Source: an optimization exercise on an open RTL-to-GDS flow (aim: small area, a short achievable clock period and few clock cycles per item). Production flows keep margins and buffers that such runs may drop. Only simulation tests tie the RTL to the original design; equivalence was not proved.

### config.mk
export PLATFORM = sky130hd
export DESIGN_NAME = wm_block_blender
export DESIGN_NICKNAME = wm_block_blender
export VERILOG_FILES = /design/flow/design.v
export SDC_FILE = /design/flow/constraint.sdc
export NUM_CORES = 4
export LEC_CHECK = 0
export CAP_MARGIN = 20
export CORE_MARGIN = 2
export CORE_UTILIZATION = 40
export CTS_CLUSTER_DIAMETER = 100
export CTS_CLUSTER_SIZE = 28
export SLEW_MARGIN = 20
### constraint.sdc
create_clock -name core_clock -period 13.0 [get_ports {clk}]
set_input_delay 2.6000 -clock core_clock [delete_from_list [all_inputs] [get_ports {clk}]]
set_output_delay 2.6000 -clock core_clock [all_outputs]
set_load 0.01 [all_outputs]
### design.v
`default_nettype none
module wm_block_blender #(
    parameter  int DATA_W = 8,
    parameter  int MAX_M  = 8,
    localparam int IDX_W  = $clog2(MAX_M * MAX_M)
) (
    input  wire logic              clk,
    input  wire logic              rst,
    input  wire logic [IDX_W-1:0]  cfg_m,
    input  wire logic [DATA_W:0]   cfg_bthr,
    input  wire logic [7:0]        cfg_amin,
    input  wire logic [7:0]        cfg_amax,
    input  wire logic [7:0]        cfg_bmin,
    input  wire logic [7:0]        cfg_bmax,
    input  wire logic              s_valid,
    output logic                   s_ready,
    input  wire logic [DATA_W-1:0] s_data,
    output logic                   m_valid,
    input  wire logic              m_ready,
    output logic [DATA_W-1:0]      m_data,
    output logic                   m_last,
    output logic                   busy,
    output logic                   err
);
    localparam int GAP = 5;
    logic       rdy_q;
    logic       st_first, st_w, st_last, st_rownz;
    logic [5:0] st_k;
    logic [2:0] st_col;
    logic [5:0] ac;                  
    logic [2:0] cnt;                 
    logic [2:0] nopen;               
    logic       err_q, busy_q;
    logic [2:0] mm1;                 
    logic [8:0] bthr;
    logic [7:0] bmin, bmax;
    logic [5:0] nm1;                 
    logic [6:0] nsq;                 
    logic [7:0] n3;                  
    logic       xfer, bad, xfer_p, xfer_w, first_ok, cap;
    logic [5:0] cfg_nm1;
    logic [6:0] cfg_nsq;
    logic [7:0] cfg_n3;
    function automatic logic gt8(input logic [7:0] a, input logic [7:0] b);
        logic [7:0] g, e;
        logic [3:0] g1, e1;
        logic [1:0] g2, e2;
        g = a & ~b;
        e = ~(a ^ b);
        for (int i = 0; i < 4; i++) begin
            g1[i] = g[2*i+1] | (e[2*i+1] & g[2*i]);
            e1[i] = e[2*i+1] & e[2*i];
        end
        for (int i = 0; i < 2; i++) begin
            g2[i] = g1[2*i+1] | (e1[2*i+1] & g1[2*i]);
            e2[i] = e1[2*i+1] & e1[2*i];
        end
        gt8 = g2[1] | (e2[1] & g2[0]);
    endfunction
    always_comb begin
        xfer = s_valid && rdy_q;
        bad  = (cfg_m == 6'd0) || (cfg_m[5:3] != 3'd0 && cfg_m[2:0] != 3'd0) ||
               (cfg_m[5:4] != 2'd0) ||
               gt8(cfg_amin, cfg_amax) || gt8(cfg_bmin, cfg_bmax);
        first_ok = st_first && !bad;
        cap    = xfer && st_first;
        xfer_p = xfer && (st_first || !st_w);
        xfer_w = xfer && !st_first && st_w;
        case (cfg_m[2:0])
            3'd1:    cfg_nm1 = 6'd0;
            3'd2:    cfg_nm1 = 6'd3;
            3'd3:    cfg_nm1 = 6'd8;
            3'd4:    cfg_nm1 = 6'd15;
            3'd5:    cfg_nm1 = 6'd24;
            3'd6:    cfg_nm1 = 6'd35;
            3'd7:    cfg_nm1 = 6'd48;
            default: cfg_nm1 = 6'd63;
        endcase
        case (cfg_m[2:0])
            3'd1:    begin cfg_nsq = 7'd1;  cfg_n3 = 8'd3;   end
            3'd2:    begin cfg_nsq = 7'd4;  cfg_n3 = 8'd12;  end
            3'd3:    begin cfg_nsq = 7'd9;  cfg_n3 = 8'd27;  end
            3'd4:    begin cfg_nsq = 7'd16; cfg_n3 = 8'd48;  end
            3'd5:    begin cfg_nsq = 7'd25; cfg_n3 = 8'd75;  end
            3'd6:    begin cfg_nsq = 7'd36; cfg_n3 = 8'd108; end
            3'd7:    begin cfg_nsq = 7'd49; cfg_n3 = 8'd147; end
            default: begin cfg_nsq = 7'd64; cfg_n3 = 8'd192; end
        endcase
        case (mm1)
            3'd0:    nm1 = 6'd0;
            3'd1:    nm1 = 6'd3;
            3'd2:    nm1 = 6'd8;
            3'd3:    nm1 = 6'd15;
            3'd4:    nm1 = 6'd24;
            3'd5:    nm1 = 6'd35;
            3'd6:    nm1 = 6'd48;
            default: nm1 = 6'd63;
        endcase
    end
    logic [511:0] ring;
    logic         a_p, a_first, a_last, a_colnz, a_rownz;
    logic [7:0]   a_d;
    logic [7:0]   tap_up, tap_p, upq;
    always_comb begin
        case (mm1)
            3'd0: tap_up = ring[511:504];
            3'd1: tap_up = ring[7:0];
            3'd2: tap_up = ring[15:8];
            3'd3: tap_up = ring[23:16];
            3'd4: tap_up = ring[31:24];
            3'd5: tap_up = ring[39:32];
            3'd6: tap_up = ring[47:40];
            default: tap_up = ring[55:48];
        endcase
        case (mm1)
            3'd0: tap_p = ring[8*((1  + GAP - 2) % 64) +: 8];
            3'd1: tap_p = ring[8*((4  + GAP - 2) % 64) +: 8];
            3'd2: tap_p = ring[8*((9  + GAP - 2) % 64) +: 8];
            3'd3: tap_p = ring[8*((16 + GAP - 2) % 64) +: 8];
            3'd4: tap_p = ring[8*((25 + GAP - 2) % 64) +: 8];
            3'd5: tap_p = ring[8*((36 + GAP - 2) % 64) +: 8];
            3'd6: tap_p = ring[8*((49 + GAP - 2) % 64) +: 8];
            default: tap_p = ring[8*((64 + GAP - 2) % 64) +: 8];
        endcase
    end
    always_ff @(posedge clk) begin
        ring <= {ring[503:0], a_p ? a_d : ring[511:504]};
        a_d  <= s_data;
        upq  <= tap_up;
    end
    logic [8:0]  g_sum;
    logic [7:0]  d_left, d_up;
    logic        g_v, g_first;
    logic [8:0]  g_q;
    logic [13:0] sp;
    logic [16:0] dg;
    logic        ge;
    function automatic logic [7:0] absdiff(input logic [7:0] x, input logic [7:0] y);
        logic [8:0] t;
        t = {1'b0, x} - {1'b0, y};
        absdiff = t[8] ? (8'd0 - t[7:0]) : t[7:0];
    endfunction
    always_comb begin
        d_left = a_colnz ? absdiff(a_d, ring[7:0]) : 8'd0;
        d_up   = a_rownz ? absdiff(a_d, upq)       : 8'd0;
        g_sum  = {1'b0, d_left} + {1'b0, d_up};
        ge     = !dg[16];
    end
    logic [1:0]  dv;
    logic        q2;
    logic [7:0]  uq, dev, cdev;
    logic [13:0] sp_s2;
    function automatic logic [13:0] div4(input logic [13:0] x, input logic [6:0] n,
                                         input logic [7:0] n3);
        logic [7:0] t;
        logic [8:0] d1, d2, d3;
        t  = {x[13:8], x[7:6]};
        d1 = {1'b0, t} - {2'b0, n};
        d2 = {1'b0, t} - {1'b0, n, 1'b0};
        d3 = {1'b0, t} - {1'b0, n3};
        if (!d3[8])      div4 = {d3[5:0], x[5:0], 2'd3};
        else if (!d2[8]) div4 = {d2[5:0], x[5:0], 2'd2};
        else if (!d1[8]) div4 = {d1[5:0], x[5:0], 2'd1};
        else             div4 = {t[5:0],  x[5:0], 2'd0};
    endfunction
    always_comb sp_s2 = div4(div4(sp, nsq, n3), nsq, n3);
    always_comb begin
        uq    = sp[7:0];
        dev   = ge ? 8'd0   : (uq[7] ? {1'b0, uq[6:0]} : (8'd128 - uq));
        cdev  = ge ? 8'd128 : (uq[7] ? (8'd0 - uq) : uq);
    end
    function automatic logic [8:0] add8(input logic [7:0] a, input logic [7:0] b);
        logic [7:0] g, p, gg, pp, gn, pn;
        g = a & b;
        p = a ^ b;
        gg = g;
        pp = p;
        for (int k = 1; k < 8; k = k * 2) begin
            for (int i = 0; i < 8; i++) begin
                if (i >= k) begin
                    gn[i] = gg[i] | (pp[i] & gg[i-k]);
                    pn[i] = pp[i] & pp[i-k];
                end else begin
                    gn[i] = gg[i];
                    pn[i] = pp[i];
                end
            end
            gg = gn;
            pp = pn;
        end
        add8 = {gg[7], p ^ {gg[6:0], 1'b0}};
    endfunction
    logic [13:0] sp_acc;
    logic [5:0]  sp_hi1;
    logic [8:0]  sp_lo;
    always_comb begin
        sp_hi1 = sp[13:8] + 6'd1;
        sp_lo  = add8(st_first ? 8'd0 : sp[7:0], s_data);
        if (st_first)      sp_acc = {6'd0, s_data};
        else if (sp_lo[8]) sp_acc = {sp_hi1, sp_lo[7:0]};
        else               sp_acc = {sp[13:8], sp_lo[7:0]};
    end
    always_ff @(posedge clk) begin
        if (xfer && (st_first || !st_w)) sp <= sp_acc;
        else if (dv != 2'd0) sp <= sp_s2;
        g_q <= g_sum;
        if (g_v) dg <= (g_first ? 17'd0 : dg) + {8'd0, g_q} - {8'd0, bthr};
    end
    logic [7:0]  x1, x2, y1, y2;
    logic        o_pix, o_last, o_ka;
    logic [16:0] csa_r0, csa_r1, b_r0, b_r1, b_q;
    logic        b_pix, b_last, b_ka, b_kb;
    logic [7:0]  b_sat;
    logic cs1, cs2, cs3, cs4, cs5, cs6, cs7, cs8, cs9, cs10, cs11, cs12, cs13, cs14, cs15, cs16, cs17, cs18, cs19, cs20, cs21, cs22, cs23, cs24, cs25, cs26, cs27, cs28, cs29, cs30, cs31, cs32, cs33, cs34, cs35, cs36, cs37, cs38, cs39, cs40, cs41, cs42, cs43, cs44, cs45, cs46, cs47, cs48, cs49, cs50, cs51, cs52, cs53, cs54, cs55, cs56, cs57, cs58, cs59, cs60, cs61, cs62, cs63, cs64, cs65, cs66, cs67, cs68, cs69, cs70, cs71, cs72, cs73, cs74, cs75, cs76, cs77, cs78, cs79, cs80, cs81, cs82, cs83, cs84, cs85, cs86, cs87, cs88, cs89, cs90, cs91, cs92, cs93, cs94, cs95, cs96, cs97, cs98, cs99, cs100, cs101, cs102, cs103, cs104, cs105, cs106, cs107, cs108, cs109, cs110, cs111, cs112, cs113, cs114, cs115, cs116, cs117, cs118, cs119, cs120, cs121, cs122, cs123, cs124, cs125, cs126, cs127, cs128, cs129, cs130, cs131, cs132, cs133, cs134, cs135, cs136, cs137, cs138, cs139, cs140, cs141, cs142, cs143, cs144, cs145, cs146, cs147, cs148, cs149, cs150, cs151, cs152, cs153, cs154, cs155, cs156, cs157, cs158, cs159, cs160, cs161, cs162, cs163, cs164, cs165, cs166, cs167, cs168, cs169, cs170, cs171, cs172, cs173, cs174, cs175, cs176, cs177, cs178, cs179, cs180, cs181, cs182, cs183, cs184, cs185, cs186, cs187, cs188, cs189, cs190, cs191, cs192, cs193, cs194, cs195, cs196, cs197, cs198, cs199, cs200, cs201, cs202, cs203, cs204, cs205, cs206, cs207, cs208, cs209, cs210, cs211, cs212, cs213, cs214, cs215, cs216, cs217, cs218, cs219, cs220, cs221, cs222, cs223, cs224, cs225, cs226, cs227, cs228, cs229, cs230, cs231, cs232, cs233, cs234, cs235, cs236, cs237, cs238, cs239, cs240, cs241, cs242, cs243, cs244, cs245, cs246, cs247, cs248, cs249, cs250, cs251, cs252, cs253, cs254, cs255, cs256, cs257, cs258, cs259, cs260, cs261, cs262, cs263, cs264, cs265, cs266, cs267, cs268, cs269, cs270, cs271, cs272, cs273, cs274, cs275, cs276, cs277, cs278, cs279, cs280, cs281, cs282, cs283, cs284, cs285, cs286, cs287, cs288, cs289, cs290, cs291, cs292, cs293, cs294, cs295, cs296, cs297, cs298, cs299, cs300, cs301, cs302, cs303, cs304, cs305, cs306, cs307, cs308, cs309, cs310, cs311, cs312, cs313, cs314, cs315, cs316, cs317, cs318, cs319, cs320, cs321, cs322, cs323, cs324, cs325, cs326, cs327, cs328, cs329, cs330, cs331, cs332, cs333, cs334, cs335, cs336, cs337, cs338;
    always_comb begin
        cs1 = x1[0] & y1[0];
        cs2 = x2[0] & y2[0];
        cs3 = x1[0] & y1[1];
        cs4 = x1[1] & y1[0];
        cs5 = x2[0] & y2[1];
        cs6 = x2[1] & y2[0];
        cs7 = x1[0] & y1[2];
        cs8 = x1[1] & y1[1];
        cs9 = x1[2] & y1[0];
        cs10 = x2[0] & y2[2];
        cs11 = x2[1] & y2[1];
        cs12 = x2[2] & y2[0];
        cs13 = x1[0] & y1[3];
        cs14 = x1[1] & y1[2];
        cs15 = x1[2] & y1[1];
        cs16 = x1[3] & y1[0];
        cs17 = x2[0] & y2[3];
        cs18 = x2[1] & y2[2];
        cs19 = x2[2] & y2[1];
        cs20 = x2[3] & y2[0];
        cs21 = x1[0] & y1[4];
        cs22 = x1[1] & y1[3];
        cs23 = x1[2] & y1[2];
        cs24 = x1[3] & y1[1];
        cs25 = x1[4] & y1[0];
        cs26 = x2[0] & y2[4];
        cs27 = x2[1] & y2[3];
        cs28 = x2[2] & y2[2];
        cs29 = x2[3] & y2[1];
        cs30 = x2[4] & y2[0];
        cs31 = x1[0] & y1[5];
        cs32 = x1[1] & y1[4];
        cs33 = x1[2] & y1[3];
        cs34 = x1[3] & y1[2];
        cs35 = x1[4] & y1[1];
        cs36 = x1[5] & y1[0];
        cs37 = x2[0] & y2[5];
        cs38 = x2[1] & y2[4];
        cs39 = x2[2] & y2[3];
        cs40 = x2[3] & y2[2];
        cs41 = x2[4] & y2[1];
        cs42 = x2[5] & y2[0];
        cs43 = x1[0] & y1[6];
        cs44 = x1[1] & y1[5];
        cs45 = x1[2] & y1[4];
        cs46 = x1[3] & y1[3];
        cs47 = x1[4] & y1[2];
        cs48 = x1[5] & y1[1];
        cs49 = x1[6] & y1[0];
        cs50 = x2[0] & y2[6];
        cs51 = x2[1] & y2[5];
        cs52 = x2[2] & y2[4];
        cs53 = x2[3] & y2[3];
        cs54 = x2[4] & y2[2];
        cs55 = x2[5] & y2[1];
        cs56 = x2[6] & y2[0];
        cs57 = x1[0] & y1[7];
        cs58 = x1[1] & y1[6];
        cs59 = x1[2] & y1[5];
        cs60 = x1[3] & y1[4];
        cs61 = x1[4] & y1[3];
        cs62 = x1[5] & y1[2];
        cs63 = x1[6] & y1[1];
        cs64 = x1[7] & y1[0];
        cs65 = x2[0] & y2[7];
        cs66 = x2[1] & y2[6];
        cs67 = x2[2] & y2[5];
        cs68 = x2[3] & y2[4];
        cs69 = x2[4] & y2[3];
        cs70 = x2[5] & y2[2];
        cs71 = x2[6] & y2[1];
        cs72 = x2[7] & y2[0];
        cs73 = x1[1] & y1[7];
        cs74 = x1[2] & y1[6];
        cs75 = x1[3] & y1[5];
        cs76 = x1[4] & y1[4];
        cs77 = x1[5] & y1[3];
        cs78 = x1[6] & y1[2];
        cs79 = x1[7] & y1[1];
        cs80 = x2[1] & y2[7];
        cs81 = x2[2] & y2[6];
        cs82 = x2[3] & y2[5];
        cs83 = x2[4] & y2[4];
        cs84 = x2[5] & y2[3];
        cs85 = x2[6] & y2[2];
        cs86 = x2[7] & y2[1];
        cs87 = x1[2] & y1[7];
        cs88 = x1[3] & y1[6];
        cs89 = x1[4] & y1[5];
        cs90 = x1[5] & y1[4];
        cs91 = x1[6] & y1[3];
        cs92 = x1[7] & y1[2];
        cs93 = x2[2] & y2[7];
        cs94 = x2[3] & y2[6];
        cs95 = x2[4] & y2[5];
        cs96 = x2[5] & y2[4];
        cs97 = x2[6] & y2[3];
        cs98 = x2[7] & y2[2];
        cs99 = x1[3] & y1[7];
        cs100 = x1[4] & y1[6];
        cs101 = x1[5] & y1[5];
        cs102 = x1[6] & y1[4];
        cs103 = x1[7] & y1[3];
        cs104 = x2[3] & y2[7];
        cs105 = x2[4] & y2[6];
        cs106 = x2[5] & y2[5];
        cs107 = x2[6] & y2[4];
        cs108 = x2[7] & y2[3];
        cs109 = x1[4] & y1[7];
        cs110 = x1[5] & y1[6];
        cs111 = x1[6] & y1[5];
        cs112 = x1[7] & y1[4];
        cs113 = x2[4] & y2[7];
        cs114 = x2[5] & y2[6];
        cs115 = x2[6] & y2[5];
        cs116 = x2[7] & y2[4];
        cs117 = x1[5] & y1[7];
        cs118 = x1[6] & y1[6];
        cs119 = x1[7] & y1[5];
        cs120 = x2[5] & y2[7];
        cs121 = x2[6] & y2[6];
        cs122 = x2[7] & y2[5];
        cs123 = x1[6] & y1[7];
        cs124 = x1[7] & y1[6];
        cs125 = x2[6] & y2[7];
        cs126 = x2[7] & y2[6];
        cs127 = x1[7] & y1[7];
        cs128 = x2[7] & y2[7];
        cs129 = cs43 ^ cs44;
        cs130 = cs43 & cs44;
        cs131 = cs57 ^ cs58 ^ cs59;
        cs132 = (cs57 & cs58) | (cs57 & cs59) | (cs58 & cs59);
        cs133 = cs60 ^ cs61 ^ cs62;
        cs134 = (cs60 & cs61) | (cs60 & cs62) | (cs61 & cs62);
        cs135 = cs73 ^ cs74 ^ cs75;
        cs136 = (cs73 & cs74) | (cs73 & cs75) | (cs74 & cs75);
        cs137 = cs76 ^ cs77;
        cs138 = cs76 & cs77;
        cs139 = cs87 ^ cs88;
        cs140 = cs87 & cs88;
        cs141 = cs21 ^ cs22;
        cs142 = cs21 & cs22;
        cs143 = cs31 ^ cs32 ^ cs33;
        cs144 = (cs31 & cs32) | (cs31 & cs33) | (cs32 & cs33);
        cs145 = cs34 ^ cs35 ^ cs36;
        cs146 = (cs34 & cs35) | (cs34 & cs36) | (cs35 & cs36);
        cs147 = cs129 ^ cs45 ^ cs46;
        cs148 = (cs129 & cs45) | (cs129 & cs46) | (cs45 & cs46);
        cs149 = cs47 ^ cs48 ^ cs49;
        cs150 = (cs47 & cs48) | (cs47 & cs49) | (cs48 & cs49);
        cs151 = cs50 ^ cs51 ^ cs52;
        cs152 = (cs50 & cs51) | (cs50 & cs52) | (cs51 & cs52);
        cs153 = cs130 ^ cs131 ^ cs133;
        cs154 = (cs130 & cs131) | (cs130 & cs133) | (cs131 & cs133);
        cs155 = cs63 ^ cs64 ^ cs65;
        cs156 = (cs63 & cs64) | (cs63 & cs65) | (cs64 & cs65);
        cs157 = cs66 ^ cs67 ^ cs68;
        cs158 = (cs66 & cs67) | (cs66 & cs68) | (cs67 & cs68);
        cs159 = cs69 ^ cs70;
        cs160 = cs69 & cs70;
        cs161 = cs132 ^ cs134 ^ cs135;
        cs162 = (cs132 & cs134) | (cs132 & cs135) | (cs134 & cs135);
        cs163 = cs137 ^ cs78 ^ cs79;
        cs164 = (cs137 & cs78) | (cs137 & cs79) | (cs78 & cs79);
        cs165 = cs80 ^ cs81 ^ cs82;
        cs166 = (cs80 & cs81) | (cs80 & cs82) | (cs81 & cs82);
        cs167 = cs83 ^ cs84 ^ cs85;
        cs168 = (cs83 & cs84) | (cs83 & cs85) | (cs84 & cs85);
        cs169 = cs136 ^ cs138 ^ cs139;
        cs170 = (cs136 & cs138) | (cs136 & cs139) | (cs138 & cs139);
        cs171 = cs89 ^ cs90 ^ cs91;
        cs172 = (cs89 & cs90) | (cs89 & cs91) | (cs90 & cs91);
        cs173 = cs92 ^ cs93 ^ cs94;
        cs174 = (cs92 & cs93) | (cs92 & cs94) | (cs93 & cs94);
        cs175 = cs95 ^ cs96 ^ cs97;
        cs176 = (cs95 & cs96) | (cs95 & cs97) | (cs96 & cs97);
        cs177 = cs140 ^ cs99 ^ cs100;
        cs178 = (cs140 & cs99) | (cs140 & cs100) | (cs99 & cs100);
        cs179 = cs101 ^ cs102 ^ cs103;
        cs180 = (cs101 & cs102) | (cs101 & cs103) | (cs102 & cs103);
        cs181 = cs104 ^ cs105 ^ cs106;
        cs182 = (cs104 & cs105) | (cs104 & cs106) | (cs105 & cs106);
        cs183 = cs109 ^ cs110 ^ cs111;
        cs184 = (cs109 & cs110) | (cs109 & cs111) | (cs110 & cs111);
        cs185 = cs13 ^ cs14 ^ cs15;
        cs186 = (cs13 & cs14) | (cs13 & cs15) | (cs14 & cs15);
        cs187 = cs141 ^ cs23 ^ cs24;
        cs188 = (cs141 & cs23) | (cs141 & cs24) | (cs23 & cs24);
        cs189 = cs25 ^ cs26 ^ cs27;
        cs190 = (cs25 & cs26) | (cs25 & cs27) | (cs26 & cs27);
        cs191 = cs142 ^ cs143 ^ cs145;
        cs192 = (cs142 & cs143) | (cs142 & cs145) | (cs143 & cs145);
        cs193 = cs37 ^ cs38 ^ cs39;
        cs194 = (cs37 & cs38) | (cs37 & cs39) | (cs38 & cs39);
        cs195 = cs40 ^ cs41;
        cs196 = cs40 & cs41;
        cs197 = cs144 ^ cs146 ^ cs147;
        cs198 = (cs144 & cs146) | (cs144 & cs147) | (cs146 & cs147);
        cs199 = cs149 ^ cs151 ^ cs53;
        cs200 = (cs149 & cs151) | (cs149 & cs53) | (cs151 & cs53);
        cs201 = cs54 ^ cs55 ^ cs56;
        cs202 = (cs54 & cs55) | (cs54 & cs56) | (cs55 & cs56);
        cs203 = cs148 ^ cs150 ^ cs152;
        cs204 = (cs148 & cs150) | (cs148 & cs152) | (cs150 & cs152);
        cs205 = cs153 ^ cs155 ^ cs157;
        cs206 = (cs153 & cs155) | (cs153 & cs157) | (cs155 & cs157);
        cs207 = cs159 ^ cs71 ^ cs72;
        cs208 = (cs159 & cs71) | (cs159 & cs72) | (cs71 & cs72);
        cs209 = cs154 ^ cs156 ^ cs158;
        cs210 = (cs154 & cs156) | (cs154 & cs158) | (cs156 & cs158);
        cs211 = cs160 ^ cs161 ^ cs163;
        cs212 = (cs160 & cs161) | (cs160 & cs163) | (cs161 & cs163);
        cs213 = cs165 ^ cs167 ^ cs86;
        cs214 = (cs165 & cs167) | (cs165 & cs86) | (cs167 & cs86);
        cs215 = cs162 ^ cs164 ^ cs166;
        cs216 = (cs162 & cs164) | (cs162 & cs166) | (cs164 & cs166);
        cs217 = cs168 ^ cs169 ^ cs171;
        cs218 = (cs168 & cs169) | (cs168 & cs171) | (cs169 & cs171);
        cs219 = cs173 ^ cs175 ^ cs98;
        cs220 = (cs173 & cs175) | (cs173 & cs98) | (cs175 & cs98);
        cs221 = cs170 ^ cs172 ^ cs174;
        cs222 = (cs170 & cs172) | (cs170 & cs174) | (cs172 & cs174);
        cs223 = cs176 ^ cs177 ^ cs179;
        cs224 = (cs176 & cs177) | (cs176 & cs179) | (cs177 & cs179);
        cs225 = cs181 ^ cs107 ^ cs108;
        cs226 = (cs181 & cs107) | (cs181 & cs108) | (cs107 & cs108);
        cs227 = cs178 ^ cs180 ^ cs182;
        cs228 = (cs178 & cs180) | (cs178 & cs182) | (cs180 & cs182);
        cs229 = cs183 ^ cs112 ^ cs113;
        cs230 = (cs183 & cs112) | (cs183 & cs113) | (cs112 & cs113);
        cs231 = cs114 ^ cs115 ^ cs116;
        cs232 = (cs114 & cs115) | (cs114 & cs116) | (cs115 & cs116);
        cs233 = cs184 ^ cs117 ^ cs118;
        cs234 = (cs184 & cs117) | (cs184 & cs118) | (cs117 & cs118);
        cs235 = cs119 ^ cs120 ^ cs121;
        cs236 = (cs119 & cs120) | (cs119 & cs121) | (cs120 & cs121);
        cs237 = cs7 ^ cs8 ^ cs9;
        cs238 = (cs7 & cs8) | (cs7 & cs9) | (cs8 & cs9);
        cs239 = cs185 ^ cs16 ^ cs17;
        cs240 = (cs185 & cs16) | (cs185 & cs17) | (cs16 & cs17);
        cs241 = cs18 ^ cs19;
        cs242 = cs18 & cs19;
        cs243 = cs186 ^ cs187 ^ cs189;
        cs244 = (cs186 & cs187) | (cs186 & cs189) | (cs187 & cs189);
        cs245 = cs28 ^ cs29 ^ cs30;
        cs246 = (cs28 & cs29) | (cs28 & cs30) | (cs29 & cs30);
        cs247 = cs188 ^ cs190 ^ cs191;
        cs248 = (cs188 & cs190) | (cs188 & cs191) | (cs190 & cs191);
        cs249 = cs193 ^ cs195 ^ cs42;
        cs250 = (cs193 & cs195) | (cs193 & cs42) | (cs195 & cs42);
        cs251 = cs192 ^ cs194 ^ cs196;
        cs252 = (cs192 & cs194) | (cs192 & cs196) | (cs194 & cs196);
        cs253 = cs197 ^ cs199 ^ cs201;
        cs254 = (cs197 & cs199) | (cs197 & cs201) | (cs199 & cs201);
        cs255 = cs198 ^ cs200 ^ cs202;
        cs256 = (cs198 & cs200) | (cs198 & cs202) | (cs200 & cs202);
        cs257 = cs203 ^ cs205 ^ cs207;
        cs258 = (cs203 & cs205) | (cs203 & cs207) | (cs205 & cs207);
        cs259 = cs204 ^ cs206 ^ cs208;
        cs260 = (cs204 & cs206) | (cs204 & cs208) | (cs206 & cs208);
        cs261 = cs209 ^ cs211 ^ cs213;
        cs262 = (cs209 & cs211) | (cs209 & cs213) | (cs211 & cs213);
        cs263 = cs210 ^ cs212 ^ cs214;
        cs264 = (cs210 & cs212) | (cs210 & cs214) | (cs212 & cs214);
        cs265 = cs215 ^ cs217 ^ cs219;
        cs266 = (cs215 & cs217) | (cs215 & cs219) | (cs217 & cs219);
        cs267 = cs216 ^ cs218 ^ cs220;
        cs268 = (cs216 & cs218) | (cs216 & cs220) | (cs218 & cs220);
        cs269 = cs221 ^ cs223 ^ cs225;
        cs270 = (cs221 & cs223) | (cs221 & cs225) | (cs223 & cs225);
        cs271 = cs222 ^ cs224 ^ cs226;
        cs272 = (cs222 & cs224) | (cs222 & cs226) | (cs224 & cs226);
        cs273 = cs227 ^ cs229 ^ cs231;
        cs274 = (cs227 & cs229) | (cs227 & cs231) | (cs229 & cs231);
        cs275 = cs228 ^ cs230 ^ cs232;
        cs276 = (cs228 & cs230) | (cs228 & cs232) | (cs230 & cs232);
        cs277 = cs233 ^ cs235 ^ cs122;
        cs278 = (cs233 & cs235) | (cs233 & cs122) | (cs235 & cs122);
        cs279 = cs234 ^ cs236 ^ cs123;
        cs280 = (cs234 & cs236) | (cs234 & cs123) | (cs236 & cs123);
        cs281 = cs124 ^ cs125 ^ cs126;
        cs282 = (cs124 & cs125) | (cs124 & cs126) | (cs125 & cs126);
        cs283 = cs3 ^ cs4;
        cs284 = cs3 & cs4;
        cs285 = cs237 ^ cs10 ^ cs11;
        cs286 = (cs237 & cs10) | (cs237 & cs11) | (cs10 & cs11);
        cs287 = cs238 ^ cs239 ^ cs241;
        cs288 = (cs238 & cs239) | (cs238 & cs241) | (cs239 & cs241);
        cs289 = cs240 ^ cs242 ^ cs243;
        cs290 = (cs240 & cs242) | (cs240 & cs243) | (cs242 & cs243);
        cs291 = cs244 ^ cs246 ^ cs247;
        cs292 = (cs244 & cs246) | (cs244 & cs247) | (cs246 & cs247);
        cs293 = cs248 ^ cs250 ^ cs251;
        cs294 = (cs248 & cs250) | (cs248 & cs251) | (cs250 & cs251);
        cs295 = cs252 ^ cs254 ^ cs255;
        cs296 = (cs252 & cs254) | (cs252 & cs255) | (cs254 & cs255);
        cs297 = cs256 ^ cs258 ^ cs259;
        cs298 = (cs256 & cs258) | (cs256 & cs259) | (cs258 & cs259);
        cs299 = cs260 ^ cs262 ^ cs263;
        cs300 = (cs260 & cs262) | (cs260 & cs263) | (cs262 & cs263);
        cs301 = cs264 ^ cs266 ^ cs267;
        cs302 = (cs264 & cs266) | (cs264 & cs267) | (cs266 & cs267);
        cs303 = cs268 ^ cs270 ^ cs271;
        cs304 = (cs268 & cs270) | (cs268 & cs271) | (cs270 & cs271);
        cs305 = cs272 ^ cs274 ^ cs275;
        cs306 = (cs272 & cs274) | (cs272 & cs275) | (cs274 & cs275);
        cs307 = cs276 ^ cs278 ^ cs279;
        cs308 = (cs276 & cs278) | (cs276 & cs279) | (cs278 & cs279);
        cs309 = cs280 ^ cs282 ^ cs127;
        cs310 = (cs280 & cs282) | (cs280 & cs127) | (cs282 & cs127);
        cs311 = cs283 ^ cs5;
        cs312 = cs283 & cs5;
        cs313 = cs284 ^ cs285 ^ cs12;
        cs314 = (cs284 & cs285) | (cs284 & cs12) | (cs285 & cs12);
        cs315 = cs286 ^ cs287 ^ cs20;
        cs316 = (cs286 & cs287) | (cs286 & cs20) | (cs287 & cs20);
        cs317 = cs288 ^ cs289 ^ cs245;
        cs318 = (cs288 & cs289) | (cs288 & cs245) | (cs289 & cs245);
        cs319 = cs290 ^ cs291 ^ cs249;
        cs320 = (cs290 & cs291) | (cs290 & cs249) | (cs291 & cs249);
        cs321 = cs292 ^ cs293 ^ cs253;
        cs322 = (cs292 & cs293) | (cs292 & cs253) | (cs293 & cs253);
        cs323 = cs294 ^ cs295 ^ cs257;
        cs324 = (cs294 & cs295) | (cs294 & cs257) | (cs295 & cs257);
        cs325 = cs296 ^ cs297 ^ cs261;
        cs326 = (cs296 & cs297) | (cs296 & cs261) | (cs297 & cs261);
        cs327 = cs298 ^ cs299 ^ cs265;
        cs328 = (cs298 & cs299) | (cs298 & cs265) | (cs299 & cs265);
        cs329 = cs300 ^ cs301 ^ cs269;
        cs330 = (cs300 & cs301) | (cs300 & cs269) | (cs301 & cs269);
        cs331 = cs302 ^ cs303 ^ cs273;
        cs332 = (cs302 & cs303) | (cs302 & cs273) | (cs303 & cs273);
        cs333 = cs304 ^ cs305 ^ cs277;
        cs334 = (cs304 & cs305) | (cs304 & cs277) | (cs305 & cs277);
        cs335 = cs306 ^ cs307 ^ cs281;
        cs336 = (cs306 & cs307) | (cs306 & cs281) | (cs307 & cs281);
        cs337 = cs308 ^ cs309 ^ cs128;
        cs338 = (cs308 & cs309) | (cs308 & cs128) | (cs309 & cs128);
        csa_r0 = {1'b0, cs338, cs336, cs334, cs332, cs330, cs328, cs326, cs324, cs322, cs320, cs318, cs316, cs314, cs312, cs311, cs1};
        csa_r1 = {1'b0, cs310, cs337, cs335, cs333, cs331, cs329, cs327, cs325, cs323, cs321, cs319, cs317, cs315, cs313, cs6, cs2};
    end
    always_comb begin
        b_q   = b_r0 + b_r1;
        b_sat = (b_q[16:15] != 2'b00) ? 8'hFF : b_q[14:7];
    end
    always_ff @(posedge clk) begin
        if (cap) begin
            x1 <= cfg_amax;
            x2 <= cfg_amin;
        end else if (o_ka) begin
            x1 <= bmin;
            x2 <= bmax;
        end else begin
            if (b_ka) x1 <= b_q[14:7];
            if (b_kb) x2 <= b_q[14:7];
        end
        if (q2 || o_ka) begin
            y1 <= cdev;
            y2 <= dev;
        end else begin
            y1 <= tap_p;
            y2 <= s_data;
        end
        b_r0 <= csa_r0;
        b_r1 <= csa_r1;
    end
    logic [8:0] fb0, fb1, fb2;
    logic [1:0] fh, ft, fc;
    logic       oxfer, out_free, buf_pop, buf_push;
    logic [8:0] fb_head, b_item;
    logic [2:0] cnt_nx;
    logic [2:0] nopen_nx;
    logic [5:0] ac_nx;
    logic       first_nx, w_nx;
    always_comb begin
        oxfer    = m_valid && m_ready;
        out_free = !m_valid || m_ready;
        b_item   = {b_last, b_sat};
        case (fh)
            2'd0:    fb_head = fb0;
            2'd1:    fb_head = fb1;
            default: fb_head = fb2;
        endcase
        buf_pop  = out_free && (fc != 2'd0);
        buf_push = b_pix && !(out_free && (fc == 2'd0));
    end
    always_ff @(posedge clk) begin
        if (out_free) {m_last, m_data} <= (fc != 2'd0) ? fb_head : b_item;
        if (buf_push) begin
            case (ft)
                2'd0:    fb0 <= b_item;
                2'd1:    fb1 <= b_item;
                default: fb2 <= b_item;
            endcase
        end
    end
    logic       inc_open, dec_open, busy_nx, rdy_nx, rdy0, rdy1;
    logic [2:0] cnt_p1, cnt_m1, nopen_p1, nopen_m1, nopen_ok;
    always_comb begin
        cnt_p1   = cnt + 3'd1;
        cnt_m1   = cnt - 3'd1;
        nopen_p1 = nopen + 3'd1;
        nopen_m1 = nopen - 3'd1;
        inc_open = cap;
        dec_open = oxfer && m_last;
        case ({xfer_w, oxfer})
            2'b10:   cnt_nx = cnt_p1;
            2'b01:   cnt_nx = cnt_m1;
            default: cnt_nx = cnt;
        endcase
        nopen_ok = err_q ? nopen_m1 : nopen;
        case ({inc_open, dec_open || err_q})
            2'b10:   nopen_nx = nopen_p1;
            2'b01:   nopen_nx = nopen_m1;
            default: nopen_nx = nopen;
        endcase
        if (inc_open && err_q && dec_open) nopen_nx = nopen_m1;
        if (!inc_open && err_q && dec_open) nopen_nx = nopen - 3'd2;
        busy_nx = (inc_open && !bad) || (dec_open ? (nopen_ok > 3'd1) : (nopen_ok != 3'd0));
        rdy0 = st_first || ((ac == 6'd63) && (!st_w || oxfer || (cnt <= 3'd3)));
        rdy1 = st_first ? (cfg_m[2:0] != 3'd1)
             : (!st_w ? !st_last
                      : (st_last || (oxfer ? (cnt <= 3'd3) : (cnt <= 3'd2))));
        rdy_nx = xfer ? rdy1 : rdy0;
        first_nx = st_first;
        w_nx     = st_w;
        ac_nx    = ac + 6'd1;
        if (xfer) begin
            ac_nx = 6'd0;
            if (st_first) begin
                first_nx = bad;
                w_nx     = (cfg_nm1 == 6'd0);
                if (cfg_nm1 == 6'd0) ac_nx = 6'(64 - GAP);
            end else if (!st_w) begin
                if (st_last) begin
                    w_nx  = 1'b1;
                    ac_nx = 6'(64 - GAP);
                end
            end else if (st_last) begin
                first_nx = 1'b1;
            end
        end
    end
    always_ff @(posedge clk or negedge rst) begin
        if (!rst) begin
            rdy_q <= 1'b0;
            st_first <= 1'b1;
            cnt <= '0; nopen <= '0; err_q <= 1'b0; busy_q <= 1'b0;
            a_p <= 1'b0; g_v <= 1'b0; dv <= '0; q2 <= 1'b0;
            o_pix <= 1'b0; o_ka <= 1'b0;
            b_pix <= 1'b0; b_ka <= 1'b0; b_kb <= 1'b0;
            m_valid <= 1'b0;
            fh <= '0; ft <= '0; fc <= '0;
        end else begin
            rdy_q    <= rdy_nx;
            st_first <= first_nx;
            cnt      <= cnt_nx;
            nopen    <= nopen_nx;
            busy_q   <= busy_nx;
            err_q    <= xfer && st_first && bad;
            a_p      <= xfer_p;
            g_v      <= a_p;
            dv       <= {dv[0], xfer && (st_first ? (!bad && cfg_nm1 == 6'd0) : (!st_w && st_last))};
            q2       <= dv[1];
            o_pix    <= xfer_w;
            o_ka     <= q2;
            b_pix    <= o_pix;
            b_ka     <= o_ka;
            b_kb     <= b_ka;
            if (out_free) m_valid <= (fc != 2'd0) || b_pix;
            if (buf_pop)  fh <= (fh == 2'd2) ? 2'd0 : fh + 2'd1;
            if (buf_push) ft <= (ft == 2'd2) ? 2'd0 : ft + 2'd1;
            fc <= fc + {1'b0, buf_push} - {1'b0, buf_pop};
        end
    end
    always_ff @(posedge clk) begin
        st_w <= w_nx;
        ac   <= ac_nx;
        if (xfer) begin
            if (st_first) begin
                st_k     <= 6'd1;
                st_last  <= (cfg_nm1 == 6'd0) || (cfg_nm1 == 6'd1);
                st_col   <= (cfg_m[2:0] == 3'd1) ? 3'd0 : 3'd1;
                st_rownz <= 1'b0;
                if (cfg_nm1 == 6'd0) st_k <= 6'd0;
            end else if (!st_w && st_last) begin
                st_k    <= 6'd0;
                st_last <= (nm1 == 6'd0);
            end else begin
                st_k    <= st_k + 6'd1;
                st_last <= ((st_k + 6'd1) == nm1);
                if (st_col == mm1) begin
                    st_col   <= 3'd0;
                    st_rownz <= 1'b1;
                end else begin
                    st_col <= st_col + 3'd1;
                end
            end
        end
        a_first <= st_first;
        a_last  <= st_first ? (cfg_nm1 == 6'd0) : st_last;
        a_colnz <= !st_first && (st_col != 3'd0);
        a_rownz <= !st_first && st_rownz;
        g_first <= a_first;
        o_last  <= st_last;
        b_last  <= o_last;
        if (cap) begin
            mm1  <= cfg_m[2:0] - 3'd1;
            nsq  <= cfg_nsq;
            n3   <= cfg_n3;
            bthr <= cfg_bthr;
            bmin <= cfg_bmin;
            bmax <= cfg_bmax;
        end
    end
    always_comb begin
        s_ready = rdy_q;
        busy    = busy_q;
        err     = err_q;
    end
endmodule
`default_nettype wire
### flow/run.sh
#!/bin/bash
# Own flow: the standard ORFS flow (standard.sh) with two changes in how
# the layout is made; the clock, its period and the I/O constraints are
# unchanged:
#  * timing repair is asked to leave extra setup slack (SETUP_SLACK_MARGIN),
#  * the port buffers are sky130_fd_sc_hd__buf_4 cells.
set -euo pipefail
export SETUP_SLACK_MARGIN=9.3
export BUFFER_PORTS_ARGS="-buffer_cell sky130_fd_sc_hd__buf_4"
bash standard.sh > standard.log 2>&1
### standard.sh
#!/bin/bash
# synth_recipe.tcl (not shown) runs the flow's synth.tcl, then flattens the netlist and writes it again
# the make line also repeats each setting of config.mk as NAME=value (left out here)
make -C /OpenROAD-flow-scripts/flow DESIGN_CONFIG=/design/flow/config.mk WORK_HOME=/design/flow/orfs CLKGATE_MAP_FILE= SYNTH_SCRIPT=/design/flow/synth_recipe.tcl "${@:-finish}"
==> reports/metrics.yaml, run 1 <==
timing:
  finalHoldViolCount: 0
  finalSetupViolCount: 0
  rsz0062_at_grt: "yes"
  worstMarginPinSlew_ns: 1.074
  slew_headroom: 0.2815
  fmax_mhz: 251.1
  skew_ns: 0.03551
  period_needed_ns: 3.982
  fin_crit_sh: 0.3063
  final_max_slew_viol_count: 0
  fin_tns_setup_ns: 0
finish:
  diodes: 0
  regArea_um2: 16660
  fin_nets: 2864
  multi_input_area_um2: 11760
  drive_gt1_frac: 0.1714
  fin_area_um2: 32960
  syn_to_final_growth_pct: 15.64
  fillCellCount: 6226
  postLayoutCoreUtil: 0.4691
synthesis:
  ys_seq_elements: 758
  syn-num-nets: 2702
  synth.most_common_cell: "dfxtp_1"
  netlist.area_leader.share: 0.4193
  synth_top_flop_cell: "dfxtp_1"
  netlist_instances: 2384
  synth_cell_types: 69
  synth_area_um2: 28500
  synthTopCellsByArea: "dfxtp_1 42%, edfxtp_1 14%, fa_1 7.9%"
  async_flop_share: 0.03562
  seq_area_frac_synth: 0.5842
  synth_warnings: 1
  synthTopCellsByCount: "597 x dfxtp_1, 233 x inv_1, 150 x nand2_1"
  synth_edf_count: 134
  yosysTopAreaCell: "dfxtp_1"
  syn_area_per_cell_um2: 11.96
clocking:
  cts_max_level: 2
  clk_latency_ns: 0.61
  holdBufCountCts: 0
  cts_made_buffers: 34
  clk_pin_slew_worst_paths_ns: 0.11
  cts_root_buf: "clkbuf_16"
  clk_path_buf_depth: 3
  clkSinkCount: 758
  cts_tree: "yes"
drt:
  via_per_inst: 4.867
  num_vias: 17040
  drt_iter0_drc: 1046
  ant_nets: 0
  finalWirelength_um: 60150
  drcViolationCount: 0
  firstDrtPassIters: 7
  wl_per_cell_um: 17.18
global_route:
  grt_pass1_wl_um: 95940
  grt_max_degree: 58
  grtUsageTotal: 0.1640
  grt_pass1_vias: 17720
  antenna_found_initial: 0
  gr-total-overflow: 0
worst_setup_path:
  cp.required_ns: 13.47
  endpoint_kind: "flip-flop"
  critPathSlowestCell: "edfxtp_1"
  worst_setup_path_start_kind: "flip-flop"
  crit_chain: "inv_2 > ha_4 > ha_4 > and2b_1 > o31ai_2 > a22o_4 > mux2i_1 > o21ai_1 > mux2i_2 > ha_1 > inv_2 > nor2_4 > o21ai_2 > a21oi_2 > or3_4 > buf_4 > mux2_4 > o21ai_1 > a32o_1"
  worstPathArrival_ns: 4.45
  reg2reg_slack_ns: 9.02
  cpPeakStageDelay_ns: 0.43
  cp_max_fo: 5
  worstSetupPathType: "reg2reg"
worst_hold_path:
  hp-class: "reg2reg"
flow_run:
  max-cap-violations: 0
die:
  rows: 97
  pin_count: 72
  core_region_area_um2: 70270
  die_x_um: 271.0
  start_util: 0.4056
  dieArea_um2: 73410
  die_y_um: 271.0
outcome:
  outcome: "complete, no violations"
placement:
  dp.final_hpwl_um: 42040
  portBuffers: 71
  place_area_um2: 30390
  gp_congestion: 0.8739
## critical path, delay by kind of cell (launching register included)
kind / cells / cell delay (ns)
AND/OR/NAND/NOR: 3 / 0.60
buffers and inverters: 3 / 0.35
multiplexers: 3 / 0.78
AO/OA/AOI/OAI: 7 / 1.06
adder cells (fa/ha/maj): 3 / 0.62
flip-flops: 1 / 0.43
## per-layer routing
| metal | vias to the layer above | part of all wire | routed length, µm | global-route usage |
|---|---|---|---|---|
| met5 | - | 0 | 0 | 0 |
| met1 | 8436 | 0.47 | 28500 | 0.2266 |
| met2 | 293 | 0.47 | 28390 | 0.2707 |
| met3 | 76 | 0.036 | 2167 | 0.02237 |
| met4 | 0 | 0.018 | 1092 | 0.04304 |
| li1 | 8239 | - | - | - |
## final timing paths
path | depth (start not counted) | start | endpoint
worst max-delay path | 19 | sp[6]$_DFFE_PP_ | sp[9]$_DFFE_PP_
worst min-delay path | 0 | ring[492]$_DFF_P_ | ring[500]$_DFF_P_
worst max register to register | 19 | sp[6]$_DFFE_PP_ | sp[9]$_DFFE_PP_
worst min register to register | 0 | ring[492]$_DFF_P_ | ring[500]$_DFF_P_
max in group asynchronous | 1 | rst | cnt[2]$_DFFE_PN0P_
min in group asynchronous | 1 | rst | b_kb$_DFF_PN0_
## state kept, by name, indices dropped and copies added (netlist names), 9 cells and up
register,cells
sp,14
b_r1,16
fb0,9
b_r0,16
bthr,9
dg,17
ring,512
fb1,9
g_q,9
fb2,9
## per-stage QoR
stage	setup WS [ns]	instances	hold WS (ns)
3_3_place_gp	7.999	3355	0.3097
6_report	9.018	3502	0.3060
2_1_floorplan	8.583	2384	0.3096
5_1_grt	8.840	3502	0.3199
3_5_place_dp	7.875	3355	0.3121
4_1_cts	9.050	3485	0.3135
## layout by cell type, fill, tap and decap left out, types with 19 or more instances in the layout
cell | Yosys | routed
and2_1 | 104 | 93
a21o_1 | 25 | 25
nor3_1 | 22 | 20
fa_2 | 0 | 21
nor2b_1 | 30 | 25
nand3_1 | 31 | 30
dfrtp_1 | 26 | 25
clkbuf_16 | 0 | 34
buf_6 | 1 | 19
edfxtp_1 | 134 | 134
inv_1 | 233 | 212
dfxtp_1 | 597 | 594
a21oi_1 | 103 | 75
nor2_1 | 114 | 111
nand2_1 | 150 | 142
xor2_1 | 29 | 29
nand2b_1 | 36 | 35
ha_1 | 147 | 120
a21oi_2 | 0 | 24
buf_4 | 1 | 151
o21ai_0 | 110 | 84
mux2i_1 | 36 | 35
mux2_2 | 25 | 24
ha_4 | 0 | 25
fa_1 | 112 | 91
xnor2_1 | 78 | 74
## kinds of logic (layout without fill, tap and decap cells)
| family | Yosys count | count (layout) | synth area share |
|---|---|---|---|
| AOI/OAI and AO/OA | 380 | 380 | 0.08344 |
| xor gates and xnor gates | 107 | 107 | 0.03288 |
| adders and majority gates | 259 | 259 | 0.1432 |
| buffers and inverters | 282 | 460 | 0.03753 |
| DFF | 758 | 758 | 0.5842 |
| muxes | 67 | 67 | 0.02700 |
| and+or+nand+nor | 531 | 531 | 0.09178 |
## area by class of cell
| class | instances | area share |
|---|---|---|
| tap | 940 | 0.03568 |
| multi-input combinational | 1344 | 0.3569 |
| inverter | 233 | 0.02779 |
| sequential | 758 | 0.5055 |
| clock buffer | 42 | 0.02703 |
| timing repair buffer | 175 | 0.04346 |
| clock inverter | 10 | 0.003644 |
## what timing repair did
action                                 CTS  global route
pin swaps                               68            77
setup endpoints to repair              105            73
endpoints found under the hold margin    0             0
setup buffers                           78            17
gates resized for setup                112            96
Testbench counts, summed over its fixed seeds: cycles 16,896, items 7,956.
==> run 2, diff against run 1 <==
--- a/design.v
+++ b/design.v
@@ -25,7 +25,6 @@
     localparam int GAP = 5;
     logic       rdy_q;
-    logic       st_first, st_w, st_last, st_rownz;
-    logic [5:0] st_k;
-    logic [2:0] st_col;
+    logic       st_first, st_w, st_last;
+    logic [2:0] st_col, st_row;      
     logic [5:0] ac;                  
     logic [2:0] cnt;                 
@@ -35,9 +34,8 @@
     logic [8:0] bthr;
     logic [7:0] bmin, bmax;
-    logic [5:0] nm1;                 
     logic [6:0] nsq;                 
     logic [7:0] n3;                  
     logic       xfer, bad, xfer_p, xfer_w, first_ok, cap;
-    logic [5:0] cfg_nm1;
+    logic       cfg_one;             
     logic [6:0] cfg_nsq;
     logic [7:0] cfg_n3;
@@ -60,4 +58,5 @@
     always_comb begin
         xfer = s_valid && rdy_q;
+        cfg_one = (cfg_m[2:0] == 3'd1);
         bad  = (cfg_m == 6'd0) || (cfg_m[5:3] != 3'd0 && cfg_m[2:0] != 3'd0) ||
                (cfg_m[5:4] != 2'd0) ||
@@ -68,14 +67,4 @@
         xfer_w = xfer && !st_first && st_w;
         case (cfg_m[2:0])
-            3'd1:    cfg_nm1 = 6'd0;
-            3'd2:    cfg_nm1 = 6'd3;
-            3'd3:    cfg_nm1 = 6'd8;
-            3'd4:    cfg_nm1 = 6'd15;
-            3'd5:    cfg_nm1 = 6'd24;
-            3'd6:    cfg_nm1 = 6'd35;
-            3'd7:    cfg_nm1 = 6'd48;
-            default: cfg_nm1 = 6'd63;
-        endcase
-        case (cfg_m[2:0])
             3'd1:    begin cfg_nsq = 7'd1;  cfg_n3 = 8'd3;   end
             3'd2:    begin cfg_nsq = 7'd4;  cfg_n3 = 8'd12;  end
@@ -87,17 +76,7 @@
             default: begin cfg_nsq = 7'd64; cfg_n3 = 8'd192; end
         endcase
-        case (mm1)
-            3'd0:    nm1 = 6'd0;
-            3'd1:    nm1 = 6'd3;
-            3'd2:    nm1 = 6'd8;
-            3'd3:    nm1 = 6'd15;
-            3'd4:    nm1 = 6'd24;
-            3'd5:    nm1 = 6'd35;
-            3'd6:    nm1 = 6'd48;
-            default: nm1 = 6'd63;
-        endcase
     end
     logic [511:0] ring;
-    logic         a_p, a_first, a_last, a_colnz, a_rownz;
+    logic         a_p, a_first, a_colnz, a_rownz;
     logic [7:0]   a_d;
     logic [7:0]   tap_up, tap_p, upq;
@@ -645,6 +624,6 @@
             if (st_first) begin
                 first_nx = bad;
-                w_nx     = (cfg_nm1 == 6'd0);
-                if (cfg_nm1 == 6'd0) ac_nx = 6'(64 - GAP);
+                w_nx     = cfg_one;
+                if (cfg_one) ac_nx = 6'(64 - GAP);
             end else if (!st_w) begin
                 if (st_last) begin
@@ -676,5 +655,5 @@
             a_p      <= xfer_p;
             g_v      <= a_p;
-            dv       <= {dv[0], xfer && (st_first ? (!bad && cfg_nm1 == 6'd0) : (!st_w && st_last))};
+            dv       <= {dv[0], xfer && (st_first ? (!bad && cfg_one) : (!st_w && st_last))};
             q2       <= dv[1];
             o_pix    <= xfer_w;
@@ -694,27 +673,24 @@
         if (xfer) begin
             if (st_first) begin
-                st_k     <= 6'd1;
-                st_last  <= (cfg_nm1 == 6'd0) || (cfg_nm1 == 6'd1);
-                st_col   <= (cfg_m[2:0] == 3'd1) ? 3'd0 : 3'd1;
-                st_rownz <= 1'b0;
-                if (cfg_nm1 == 6'd0) st_k <= 6'd0;
+                st_col  <= (cfg_m[2:0] == 3'd1) ? 3'd0 : 3'd1;
+                st_row  <= 3'd0;
+                st_last <= (cfg_m[2:0] == 3'd1);
             end else if (!st_w && st_last) begin
-                st_k    <= 6'd0;
-                st_last <= (nm1 == 6'd0);
+                st_col  <= 3'd0;
+                st_row  <= 3'd0;
+                st_last <= 1'b0;             
             end else begin
-                st_k    <= st_k + 6'd1;
-                st_last <= ((st_k + 6'd1) == nm1);
                 if (st_col == mm1) begin
-                    st_col   <= 3'd0;
-                    st_rownz <= 1'b1;
+                    st_col <= 3'd0;
+                    st_row <= st_row + 3'd1;
                 end else begin
                     st_col <= st_col + 3'd1;
                 end
+                st_last <= (st_col != mm1) && (st_col + 3'd1 == mm1) && (st_row == mm1);
             end
         end
         a_first <= st_first;
-        a_last  <= st_first ? (cfg_nm1 == 6'd0) : st_last;
         a_colnz <= !st_first && (st_col != 3'd0);
-        a_rownz <= !st_first && st_rownz;
+        a_rownz <= !st_first && (st_row != 3'd0);
         g_first <= a_first;
         o_last  <= st_last;
--- a/flow/run.sh
+++ b/flow/run.sh
@@ -6,5 +6,5 @@
 #  * the port buffers are sky130_fd_sc_hd__buf_4 cells.
 set -euo pipefail
-export SETUP_SLACK_MARGIN=9.3
+export SETUP_SLACK_MARGIN=9.2
 export BUFFER_PORTS_ARGS="-buffer_cell sky130_fd_sc_hd__buf_4"
 bash standard.sh > standard.log 2>&1
--- a/config.mk
+++ b/config.mk
@@ -8,6 +8,7 @@
 export CAP_MARGIN = 20
 export CORE_MARGIN = 2
-export CORE_UTILIZATION = 40
+export CORE_UTILIZATION = 50
 export CTS_CLUSTER_DIAMETER = 100
 export CTS_CLUSTER_SIZE = 28
 export SLEW_MARGIN = 20
+export TNS_END_PERCENT = 10
==> run 2 against run 1 <==
Effect of this change:
- area after synthesis down 0.35%
- clock skew is 0.012 ns lower
- global-route usage rose by 3.3 points
- critical endpoint is now sp[8]$_DFFE_PP_
- still clean
- cell area down 3.9%
- critical path type is now in2reg
==> reports/metrics.yaml, run 2 <==
outcome:
  outcome: "complete, no violations"
finish:
  fillCellCount: 4860  # -22%
  postLayoutCoreUtil: 0.5630  # +0.09393
  fin_nets: 2839  # -0.87%
  reg.largest.list: "ring (512), dg (17)"
  diodes: 0  # unchanged
  syn_to_final_growth_pct: 11.55
  drive_gt1_frac: 0.1267  # -0.04462
  largest_register_ffs: 512  # unchanged
  regMostFlops: "ring"
  final_common_cell: "dfxtp_1"
  final_cell_mix: "596 x dfxtp_1, 232 x inv_1, 169 x nand2_1"
timing:
  rsz0062_at_grt: "yes"
  finalHoldViolCount: 0  # unchanged
  period_needed_ns: 3.956  # -0.02604 ns
  whs_ns: 0.3095  # +0.003556 ns
  final_max_slew_viol_count: 0  # unchanged
  fin_tns_setup_ns: 0  # unchanged
  worstMarginPinSlew_ns: 0.9513  # -0.1224 ns
  fin_crit_sh: 0.3043  # -0.002003
  skew_ns: 0.02374  # -0.01177 ns
  fmax_mhz: 252.8  # +0.66%
  slew_headroom: 0.3658  # +0.08426
  finalSetupViolCount: 0  # unchanged
worst_setup_path:
  worstSetupPathType: "in2reg"
  critPathSlowestCell: "o41a_1"
  cp_max_fo: 6  # +1
  reg2reg_from: "n3[1]$_DFFE_PP_"
  crit_family: "compound AO/OA/AOI/OAI gates"
  crit_chain: "buf_8 > ha_4 > inv_2 > fa_2 > nor2b_2 > o21ai_1 > nand2b_1 > a21oi_2 > o21bai_2 > a21oi_2 > nor2b_1 > o41a_1 > buf_6"
  reg2reg_slack_ns: 9.06  # +0.04 ns
  worstPathArrival_ns: 4.38  # -0.07 ns
  cp-startpoint: "s_data[0]"
  crit_buf_inv: 3  # unchanged
  endpoint_kind: "flip-flop"
  worst_setup_path_start_kind: "input pin"
  cpPeakStageDelay_ns: 0.41  # -0.02 ns
  cp_common_cell: "a21oi_2"
  cp.required_ns: 13.42  # -0.05 ns
synthesis:
  synthTopCellsByCount: "597 x dfxtp_1, 243 x inv_1, 172 x nand2_1"
  syn-num-nets: 2707  # +0.19%
  synth_area_um2: 28400  # -0.35%
  netlist_instances: 2388  # +0.17%
  synth.most_common_cell: "dfxtp_1"
  synth_warnings: 1  # unchanged
  yosysTopAreaCell: "dfxtp_1"
  synth_edf_count: 130  # -3.0%
  syn_area_per_cell_um2: 11.89  # -0.52%
  synth_cell_types: 80  # +16%
  netlist.area_leader.share: 0.4208  # +0.001478
  synthTopCellsByArea: "dfxtp_1 42%, edfxtp_1 14%, fa_1 7.9%"
  seq_area_frac_synth: 0.5820  # -0.002170
  ys_seq_elements: 754  # -0.53%
  async_flop_share: 0.03581  # +0.0001890
  synth_top_flop_cell: "dfxtp_1"
die:
  pin_count: 72  # unchanged
  start_util: 0.5047  # +0.09908
  dieArea_um2: 58730  # -20%
  rows: 87  # -10%
  die_y_um: 242.3  # -11%
  core_region_area_um2: 56280  # -20%
  die_x_um: 242.3  # -11%
drt:
  ant_nets: 0  # unchanged
  via_per_inst: 5.125  # +5.3%
  drt_iter0_drc: 1191  # +14%
  finalWirelength_um: 57640  # -4.2%
  drcViolationCount: 0  # unchanged
  firstDrtPassIters: 5  # -2
  wl_per_cell_um: 17.52  # +2.0%
  num_vias: 16860  # -1.1%
flow_run:
  max-cap-violations: 0  # unchanged
placement:
  portBuffers: 71  # unchanged
  gp_congestion: 0.8825  # +0.98%
  dp.final_hpwl_um: 41460  # -1.4%
global_route:
  antenna_found_initial: 0  # unchanged
  grt_pass1_wl_um: 92980  # -3.1%
  grt_pass1_vias: 16940  # -4.4%
  grt_max_degree: 57  # -1.7%
  grtUsageTotal: 0.1971  # +0.03311
  gr-total-overflow: 0  # unchanged
clocking:
  cts_made_buffers: 31  # -8.8%
  clk_latency_ns: 0.65  # +0.04 ns
  clk_path_buf_depth: 3  # unchanged
  cts_max_level: 1  # -1
  cts_tree: "yes"
  cts_root_buf: "clkbuf_16"
  clk_pin_slew_worst_paths_ns: 0.11  # about the same
  clkSinkCount: 754  # -0.53%
worst_hold_path:
  hp-class: "reg2reg"
  holdCritStartpoint: "ring[85]$_DFF_P_"
==> run 2: kinds of logic after synthesis <==
kind of cell / count (synthesis) / share of synthesized area
compound gates: 397 / 0.08995
simple gates: 535 / 0.09277
mux: 65 / 0.02590
buf+inv: 290 / 0.03841
fa+ha+maj: 260 / 0.1441
xor+xnor: 87 / 0.02683
flops: 754 / 0.5820
==> run 2: path summary, 6_finish.rpt <==
kind	to	cells past startpoint
setup / recovery	sp[8]$_DFFE_PP_	13
hold / removal	ring[93]$_DFF_P_	0
setup reg to reg	sp[8]$_DFFE_PP_	14
hold reg to reg	ring[93]$_DFF_P_	0
max in group asynchronous	st_first$_DFFE_PN1P_	1
min in group asynchronous	nopen[1]$_DFFE_PN0N_	1
==> run 2: metal layers <==
layer	vias up	share of wire	track usage	routed length, µm
met5	-	0	0	0
met4	0	0.024	0.04684	1369
met3	77	0.031	0.01894	1807
met2	316	0.47	0.3299	27270
met1	8224	0.47	0.2773	27190
li1	8239	-	-	-
==> run 2: layout make-up <==
type	count	area [µm²]	area share
repair buffers	143	1100	0.03471
well taps	756	945.9	0.02985
multi-input cells	1345	11280	0.3559
flip-flops and latches	754	16540	0.5219
inverters	245	935.9	0.02954
clock inverters	4	51.30	0.001619
clock buffers	42	838.3	0.02646
==> run 2: per-stage QoR <==
step	cells	setup WS, ns	cell area (µm²)
final	3289	9.044	31680
after global routing	3289	8.967	31680
after CTS	3279	9.122	31420
after detailed placement	3178	7.581	29770
after global placement	3178	7.718	29770
after floorplan	2388	8.557	28430
==> run 2: worst reg2reg max path: cells and delay by family (launching register included) <==
kind	cells	cell delay (ns)
simple gates	2	0.48
buf+inv	2	0.32
fa+ha+maj	2	0.80
flops	1	0.52
compound gates	8	1.59
==> run 2: repair_timing <==
| action | 4_1_cts | 5_1_grt |
|---|---|---|
| gates resized for setup | 82 | 42 |
| endpoints found under the hold margin | 0 | 0 |
| buffers inserted | 54 | 10 |
| pin swaps | 33 | 31 |
| cloned | 1 | 0 |
| setup endpoints to repair | 120 | 78 |
| hold buffers | 0 | 0 |
Testbench counts of run 2, summed over its fixed seeds: cycles 16,896, items 7,956.
==> run 3, diff against run 2 <==
--- a/flow/run.sh
+++ b/flow/run.sh
@@ -6,5 +6,5 @@
 #  * the port buffers are sky130_fd_sc_hd__buf_4 cells.
 set -euo pipefail
-export SETUP_SLACK_MARGIN=9.2
+export SETUP_SLACK_MARGIN=9.8
 export BUFFER_PORTS_ARGS="-buffer_cell sky130_fd_sc_hd__buf_4"
 bash standard.sh > standard.log 2>&1
--- a/config.mk
+++ b/config.mk
@@ -6,4 +6,5 @@
 export NUM_CORES = 4
 export LEC_CHECK = 0
+export ABC_AREA = 1
 export CAP_MARGIN = 20
 export CORE_MARGIN = 2
==> run 3 against run 2 <==
Effect of this change:
- synthesized cell count up 13%
- final cell count up 9.9%
- critical path depth unchanged
- critical endpoint is now sp[11]$_DFFE_PP_
- largest cell class unchanged
- wire length up 5.6%
- sequential cell count unchanged
==> reports/metrics.yaml, run 3 <==
global_route:
  grt_max_degree: 47  # -18%
  grtUsageTotal: 0.2050  # +0.007936
  grt_pass1_vias: 17880  # +5.5%
  antenna_found_initial: 2  # +2
  grt_pass1_wl_um: 96300  # +3.6%
  gr-total-overflow: 0  # unchanged
synthesis:
  synth_cell_types: 61  # -24%
  syn-num-nets: 3026  # +12%
  yosysTopAreaCell: "dfxtp_1"
  syn_area_per_cell_um2: 10.54  # -11%
  synth_top_flop_cell: "dfxtp_1"
  synth.most_common_cell: "dfxtp_1"
  ys_seq_elements: 754  # unchanged
  netlist_instances: 2707  # +13%
  synthTopCellsByCount: "597 x dfxtp_1, 488 x nand2_1, 457 x inv_1"
  synth_area_um2: 28540  # +0.46%
  synthTopCellsByArea: "dfxtp_1 42%, edfxtp_1 14%, fa_1 7.9%"
  async_flop_share: 0.03581  # unchanged
  seq_area_frac_synth: 0.5793  # -0.002680
  netlist.area_leader.share: 0.4188  # -0.001937
  synth_edf_count: 130  # unchanged
  synth_warnings: 1  # unchanged
drt:
  drt_iter0_drc: 1120  # -6.0%
  num_vias: 18030  # +6.9%
  drcViolationCount: 0  # unchanged
  via_per_inst: 4.988  # -2.7%
  finalWirelength_um: 60850  # +5.6%
  ant_nets: 0  # unchanged
  wl_per_cell_um: 16.84  # -3.9%
  firstDrtPassIters: 6  # +1
clocking:
  clk_pin_slew_worst_paths_ns: 0.11  # about the same
  cts_tree: "yes"
  clk_latency_ns: 0.58  # -0.07 ns
  cts_made_buffers: 34  # +9.7%
  cts_root_buf: "clkbuf_16"
  cts_max_level: 2  # +1
  clk_path_buf_depth: 3  # unchanged
  clkSinkCount: 754  # unchanged
die:
  dieArea_um2: 59000  # +0.45%
  die_x_um: 242.9  # +0.23%
  die_y_um: 242.9  # +0.23%
  rows: 87  # unchanged
  core_region_area_um2: 56390  # +0.19%
  pin_count: 72  # unchanged
  start_util: 0.5061  # +0.001356
timing:
  fmax_mhz: 261.9  # +3.6%
  slew_headroom: 0.4607  # +0.09492
  worstMarginPinSlew_ns: 0.8067  # -0.1446 ns
  period_needed_ns: 3.818  # -0.1375 ns
  skew_ns: 0.02115  # -0.002596 ns
  worst_slack_ns: 9.182  # +0.1375 ns
  finalHoldViolCount: 0  # unchanged
  rsz0062_at_grt: "yes"
  fin_crit_sh: 0.2937  # -0.01058
  fin_tns_setup_ns: 0  # unchanged
  final_max_slew_viol_count: 0  # unchanged
  whs_ns: 0.3176  # +0.008074 ns
  finalSetupViolCount: 0  # unchanged
finish:
  largest_register_ffs: 512  # unchanged
  multi_input_area_um2: 10860  # -3.7%
  final_common_cell: "dfxtp_1"
  regArea_um2: 16540  # about the same
  syn_to_final_growth_pct: 13.51
  final_cell_mix: "592 x dfxtp_1, 470 x nand2_1, 417 x inv_1"
  postLayoutCoreUtil: 0.5744  # +0.01145
  drive_gt1_frac: 0.1519  # +0.02513
  fillCellCount: 4897  # +0.76%
  fin_nets: 3166  # +12%
  regMostFlops: "ring"
  reg.largest.list: "ring (512), dg (17)"
  diodes: 0  # unchanged
worst_setup_path:
  worstPathArrival_ns: 4.11  # -0.27 ns
  worstSetupPathType: "in2reg"
  worst_setup_path_start_kind: "input pin"
  cp.required_ns: 13.29  # -0.13 ns
  cp_max_fo: 6  # unchanged
  endpoint_kind: "flip-flop"
placement:
  portBuffers: 71  # unchanged
  dp.final_hpwl_um: 43090  # +3.9%
  place_ws_ns: 8.304  # +0.7230 ns
  gp_congestion: 0.8971  # +1.7%
worst_hold_path:
  hp-class: "reg2reg"
outcome:
  outcome: "complete, no violations"
flow_run:
  max-cap-violations: 0  # unchanged
## run 3: cell count changes in the layout (fill, tap and decap cells not counted), moves of 18 or more
cell      change
nand2_1     +301
inv_1       +185
and2_1      -100
nand3_1      +45
nand2b_1     -37
xnor2_1      -33
mux2i_1      -30
xor2_1       +28
inv_2        +25
mux2_2       -22
a21oi_1      +21
nor2b_1      -20
nand2_2      +18
## run 3: metrics by stage
step | area, µm² | cells
final | 32390 | 3614
after global routing | 32390 | 3614
after CTS | 31880 | 3593
after detailed placement | 29890 | 3482
after global placement | 29890 | 3482
after floorplan | 28600 | 2707
## run 3: worst paths after layout
check	start	endpoint	slack [ns]	cells after the start
setup / recovery	s_data[0]	sp[11]$_DFFE_PP_	9.18	13
hold / removal	ring[223]$_DFF_P_	ring[231]$_DFF_P_	0.32	0
setup reg to reg	x1[1]$_DFFE_PP_	b_r1[9]$_DFF_P_	9.19	10
hold reg to reg	ring[223]$_DFF_P_	ring[231]$_DFF_P_	0.32	0
max in group asynchronous	rst	st_first$_DFFE_PN1P_	10.72	1
min in group asynchronous	rst	fc[1]$_DFF_PN0_	1.94	1
## run 3: critical path: stages
cell and delay (ns):
buf_8 0.08, ha_4 0.15, inv_2 0.04, fa_2 0.36, nor2_4 0.10, a211oi_2 0.05
nor2_1 0.10, o21ai_1 0.07, nand2_1 0.10, nand2_1 0.08, a21boi_2 0.16, o31ai_2 0.08
inv_2 0.15
## run 3: kinds of logic (layout without fill, tap and decap cells)
kind of cell | count (synthesis) | after routing | share of synthesized area
compound gates | 344 | 344 | 0.07226
xor+xnor | 82 | 82 | 0.02517
fa+ha+maj | 260 | 260 | 0.1435
buf+inv | 521 | 671 | 0.06936
flops | 754 | 754 | 0.5793
mux | 5 | 5 | 0.001973
simple gates | 741 | 742 | 0.1084
## run 3: area by class of cell
| class | count | area share |
|---|---|---|
| sequential | 754 | 0.5107 |
| multi-input combinational | 1433 | 0.3352 |
| clock buffer | 39 | 0.02689 |
| timing repair buffer | 163 | 0.04037 |
| tap | 756 | 0.02920 |
| clock inverter | 8 | 0.003438 |
| inverter | 461 | 0.05416 |
## run 3: layer usage
layer  vias up  wire length, µm  track usage
li1       8848                -            -
met5         -               32            0
met1      8716            28060       0.2826
met3        82             2992      0.03207
met4         4             1247      0.05449
met2       375            28510       0.3381
## run 3: repair_timing
action | in CTS | in global routing
pin swaps | 47 | 67
gates resized for setup | 122 | 111
gates cloned | 1 | 0
setup endpoints to repair | 187 | 201
hold buffers | 0 | 0
setup buffers | 63 | 21

[port drivers added, routing unchanged]
Ports are ideal in the flow. The routed layouts listed here were re-timed in OpenROAD. Step 1 (the two cells are an assumption about what drives the block):
set clk [get_ports {clk}]
set_driving_cell -lib_cell sky130_fd_sc_hd__clkbuf_16 $clk
set_driving_cell -lib_cell sky130_fd_sc_hd__buf_2 [delete_from_list [all_inputs] $clk]
Step 2 also shifts input and output timing later by t, the mid clock arrival at the registers, as if the neighbouring blocks saw the same clock. a / b / c = ideal / step 1 / step 2; a / b = the first two.
run	shift t [ns]	setup slack, ns	latest minus earliest clock arrival (ns)
run 1	0.651	9.018 / 9.018 / 8.422	0.040 / 0.039
run 2	0.697	9.044 / 9.036 / 8.339	0.034 / 0.034
run 3	0.633	9.182 / 9.104 / 8.470	0.025 / 0.025
After both steps every run listed still meets setup and hold. The setup slack of run 3, which loses most, moves by -0.078 ns with the drivers and by -0.712 ns with both steps.
